Source: an optimization exercise on an open RTL-to-GDS flow (aim: small area, a short achievable clock period and few clock cycles per item). Production flows keep margins and buffers that such runs may drop.
The RTL was checked by simulation tests, not by an equivalence proof against the original design.
Power and IR drop assume default switching activity.

## run 1
// lbm_moments
module lbm_moments #(
  parameter int DATA_WIDTH = 32,
  parameter int FRAC_BITS  = 24
) (
  input  logic                          clock_50,
  input  logic                          arst_n,
  input  logic                          req,
  input  logic [lbm_pkg::q_dirs*DATA_WIDTH-1:0]  fin,
  output logic                          ack,
  output logic signed [DATA_WIDTH-1:0]  rho,
  output logic signed [DATA_WIDTH-1:0]  ux,
  output logic signed [DATA_WIDTH-1:0]  uy,
  output logic                          dbz,
  output logic                          ovf_x,
  output logic                          ovf_y
);
For scale: roughly 1800 cells after synthesis, roughly 390 I/O pins, ~0.016 mm² of cells after synthesis.
export LEC_CHECK = 0
export ABC_CLOCK_PERIOD_IN_PS = 3000
export CAP_MARGIN = 20
export CORE_MARGIN = 2
export CORE_UTILIZATION = 40
export SETUP_SLACK_MARGIN = 5
export SLEW_MARGIN = 20
export TNS_END_PERCENT = 0
create_clock -name core_clock -period 8.0 [get_ports {clock_50}]
standard.sh (not shown) runs the stock make flow with config.mk's settings and CLKGATE_MAP_FILE= SYNTH_SCRIPT=/design/flow/synth_recipe.tcl, a recipe that flattens the netlist after the stock synthesis.
==> flow/flow/run.sh <==
#!/bin/bash
set -e
cp standard.sh standard.sh.txt
export BUFFER_PORTS_ARGS="-buffer_cell sky130_fd_sc_hd__buf_1"
bash standard.sh MATCH_CELL_FOOTPRINT=0 finish > standard.log 2>&1
Testbench counts of run 1, summed over its fixed seeds: cycles 11,803, items 384.
Inputs modified between run 1 and run 2:
- CORE_UTILIZATION changed from 40 to 47
==> flow/flow/run.sh <==
#!/bin/bash
set -e
cp standard.sh standard.sh.txt
export BUFFER_PORTS_ARGS="-buffer_cell sky130_fd_sc_hd__buf_1"
export CTS_ARGS="-sink_clustering_enable -repair_clock_nets -dont_use_dummy_load"
bash standard.sh > standard.log 2>&1
Results
Re routing usage on met1: run 1 was lower than run 2.
The share of layout cells above drive strength 1 of run 2 falls short of that of run 1 by 1.2 points.
Total power of run 2 is lower than that of run 1.
Wire length after detailed routing: run 2 worse than run 1
Required time reported for the critical path endpoint: run 2 vs run 1 up 0.02 ns
Side by side, via count turned out higher in run 2 than in run 1.
> inputs changed (run 2 -> run 3)
- TNS_END_PERCENT no longer set, was 0
- CORE_UTILIZATION now 40, was 47
==> flow/flow/run.sh <==
#!/bin/bash
set -e
cp standard.sh standard.sh.txt
export BUFFER_PORTS_ARGS="-buffer_cell sky130_fd_sc_hd__buf_1"
bash standard.sh > standard.log 2>&1
Findings:
The power dissipated in the clock network in run 2 is 0.873 times that in run 3. Multi-input combinational area share | run 3 below run 2. In the reports for run 2 and run 3, the larger routed metal-1 wire length belongs to run 2. What run 2 reported for final instance count without filler cells has to be multiplied by 1.08 to get the figure for run 3. The final layouts of run 2 and run 3 pass the timing, design-rule and antenna checks.


Starting RTL as in the previous note.
export LEC_CHECK = 0
export ABC_CLOCK_PERIOD_IN_PS = 3000
export CAP_MARGIN = 20
export CORE_MARGIN = 2
export CORE_UTILIZATION = 40
export GPL_ROUTABILITY_DRIVEN = 0
export SETUP_SLACK_MARGIN = 5
export SLEW_MARGIN = 20
export TNS_END_PERCENT = 0
create_clock -name core_clock -period 8.0 [get_ports {clock_50}]
==> flow/flow/run.sh <==
#!/bin/bash
set -e
cp standard.sh standard.sh.txt
export BUFFER_PORTS_ARGS="-buffer_cell sky130_fd_sc_hd__buf_1"
export CTS_ARGS="-sink_clustering_enable -repair_clock_nets -dont_use_dummy_load"
bash standard.sh > standard.log 2>&1
The starting point finished with timing, DRC and antenna clean.
Testbench counts at the start, summed over its fixed seeds: cycles 11,803, items 384.
Change:
Settings changed: GPL_ROUTABILITY_DRIVEN 0 to default, SETUP_SLACK_MARGIN 5 to 4.6.
Effect: Final area went down slightly; register-to-register slack got worse by 0.06 ns; global-route usage went up by 1.1 points; combinational power went down slightly; critical path depth shrinks by 1; total power went down slightly; clock-buffer cell count is unchanged; utilization drops by 0.49 points; routed wire length grows by a few percent.
Change:
Settings changed: TNS_END_PERCENT 0 to 20.
Result: Worst setup slack loses 0.043 ns. Via count rises slightly. Hold slack degrades by 0.0079 ns. Core utilization rose by 2.1 points. Clock-buffer cell count is higher by 1. Clock power hardly moves. Sequential cell count stays the same. Non-clock buffer count is higher by 58. First-iteration DRC count decreases by roughly a tenth. Die area does not change. Design area grows by a few percent.
Change:
Settings changed: SETUP_SLACK_MARGIN 4.6 to 4.3, TNS_END_PERCENT 20 to 0.
Outcome: Non-clock buffer count falls by 64; design area falls by a few percent; clock power hardly moves; wire length falls slightly; setup slack improved by 0.0075 ns; cell count falls by a few percent; register-to-register slack is about the same; total power falls by a few percent; flip-flop and latch count is unchanged; synthesized cell count is unchanged.
Change:
==> flow/flow/run.sh (replaced) <==
#!/bin/bash
set -e
cp standard.sh standard.sh.txt
export BUFFER_PORTS_ARGS="-buffer_cell sky130_fd_sc_hd__buf_1"
bash standard.sh > standard.log 2>&1
Settings changed: SETUP_SLACK_MARGIN 4.3 to 5, TNS_END_PERCENT 0 to 20.
Cell area increases by about 9%.
Fmax is about the same.
Global-route usage decreases by 0.40 points.
Sequential cell count does not change.
Clock skew decreases by 0.0053 ns.
Area after synthesis stays the same.
Total power increases by about 13%.
Cell count increases by 3.1%.
Clock-buffer cell count increases by 5.
Setup slack improves by 0.011 ns.
Change:
Settings changed: TNS_END_PERCENT 20 to 0.
Critical path depth climbs by 1.
Cell area drops by 5.8%.
Die area does not change.
Core utilization drops by 3.0 points.
Power drops by about 7%.
Global-route usage climbs by 1.8 points.
Clock skew drops by 0.027 ns.
Setup slack is better by 0.064 ns.


lbm_moments again, from the RTL that the note above started with.
export LEC_CHECK = 0
export ABC_CLOCK_PERIOD_IN_PS = 3000
export CAP_MARGIN = 20
export CORE_MARGIN = 2
export CORE_UTILIZATION = 40
export PLACE_DENSITY = 0.8
export SETUP_SLACK_MARGIN = 5
export SLEW_MARGIN = 20
export TNS_END_PERCENT = 0
create_clock -name core_clock -period 8.0 [get_ports {clock_50}]
==> flow/flow/run.sh <==
#!/bin/bash
set -e
cp standard.sh standard.sh.txt
export BUFFER_PORTS_ARGS="-buffer_cell sky130_fd_sc_hd__buf_1"
export CTS_ARGS="-sink_clustering_enable -repair_clock_nets -dont_use_dummy_load"
bash standard.sh > standard.log 2>&1
Testbench counts at the start, summed over its fixed seeds: cycles 11,803, items 384.
Change:
- GPL_ROUTABILITY_DRIVEN: default -> 0
- PLACE_DENSITY: 0.8 -> 0.5
Result:
- global-route usage goes up by 1.2 points
- cell area goes down by 1.3%
- synthesized cell count does not change
- routed wire length goes up by 2.6%
- setup slack gains 0.14 ns
Change:
--- a/flow/flow/run.sh
+++ b/flow/flow/run.sh
@@ -5 +5 @@
-export CTS_ARGS="-sink_clustering_enable -repair_clock_nets -dont_use_dummy_load"
+export CTS_ARGS="-sink_clustering_enable -repair_clock_nets -dont_use_dummy_load -sink_clustering_size 24 -sink_clustering_max_diameter 120"
- GPL_ROUTABILITY_DRIVEN: 0 -> default
- PLACE_DENSITY: 0.5 -> default
- TNS_END_PERCENT: 0 -> default
Result: First-iteration DRC count climbs by about 20%; setup slack is better by 0.024 ns; via count is higher by about 8%.
Change:
==> flow/flow/run.sh (replaced) <==
#!/bin/bash
set -e
cp standard.sh standard.sh.txt
export BUFFER_PORTS_ARGS="-buffer_cell sky130_fd_sc_hd__buf_1"
bash standard.sh > standard.log 2>&1
- TNS_END_PERCENT: default -> 5
Outcome: Final area came out lower by about 12%; wire length is lower by about 8%; count of clock-buffer cells in the layout increases by 32; register-to-register slack degrades by 0.03 ns.
Change:
--- a/flow/flow/run.sh
+++ b/flow/flow/run.sh
@@ -4,0 +5 @@
+export CTS_ARGS="-sink_clustering_enable -repair_clock_nets -dont_use_dummy_load"
- SETUP_SLACK_MARGIN: 5 -> 4.4
- TNS_END_PERCENT: 5 -> default
Effect:
- routed wire length grows by 7.4%
- critical path depth rose by 3
- area after synthesis is unchanged
- die area does not change
- via count goes up by 1.2%
- combinational power came out higher by 8.8%
- utilization is higher by 1.0 points
- design area went up by 2.1%
- setup slack degrades by 0.044 ns
Change:
- GPL_ROUTABILITY_DRIVEN: default -> 0
- GPL_TIMING_DRIVEN: default -> 0
- SETUP_SLACK_MARGIN: 4.4 -> 5
- TNS_END_PERCENT: default -> 0
Wire length came out higher by 7.4%.
Area after synthesis is unchanged.
Count of clock-buffer cells in the layout came out higher by 1.
Non-clock buffer count came out higher by 108.
Worst hold slack gets worse by 0.018 ns.
Maximum frequency came out lower by 3.6%.
Setup slack gets worse by 0.14 ns.

[port drivers added, routing unchanged]
No port has a modelled driver above. Below, the same layouts with a new extraction and two added sets of constraints.
Step 1 assumes that a clkbuf_16 drives the clock port and a buf_2 every other input.
Step 2 times the ports against the registers' clock, not the clock port: input delays grow and output delays shrink by t, the midpoint of the rising clock arrivals with the driver on.
Three values: ideal, step 1, step 2; two values: the first two.
| run | t, ns | setup WS [ns] | latest minus earliest clock arrival (ns) |
|---|---|---|---|
| run 1 | 0.620 | 4.285 / 4.285 / 4.285 | 0.010 / 0.010 |
| run 2 | 0.610 | 4.306 / 4.306 / 4.306 | 0.048 / 0.048 |
| run 3 | 0.617 | 4.289 / 4.289 / 4.289 | 0.011 / 0.011 |
| the first run of note 2 | 0.607 | 4.348 / 4.348 / 4.348 | 0.030 / 0.031 |
| the second run of note 2 | 0.611 | 4.290 / 4.290 / 4.290 | 0.029 / 0.029 |
| the third run of note 2 | 0.611 | 4.247 / 4.247 / 4.247 | 0.065 / 0.065 |
| the fourth run of note 2 | 0.627 | 4.255 / 4.255 / 4.255 | 0.044 / 0.044 |
| the fifth run of note 2 | 0.615 | 4.265 / 4.265 / 4.265 | 0.038 / 0.039 |
| the sixth run of note 2 | 0.627 | 4.329 / 4.329 / 4.329 | 0.011 / 0.012 |
| the first run of note 3 | 0.605 | 4.150 / 4.150 / 4.150 | 0.057 / 0.058 |
| the second run of note 3 | 0.608 | 4.295 / 4.295 / 4.295 | 0.029 / 0.030 |
| the third run of note 3 | 0.563 | 4.319 / 4.319 / 4.319 | 0.052 / 0.052 |
| the fourth run of note 3 | 0.625 | 4.289 / 4.289 / 4.289 | 0.019 / 0.019 |
| the fifth run of note 3 | 0.609 | 4.245 / 4.245 / 4.245 | 0.065 / 0.065 |
| the sixth run of note 3 | 0.621 | 4.105 / 4.105 / 4.105 | 0.034 / 0.033 |
After both steps every run listed still meets setup and hold.
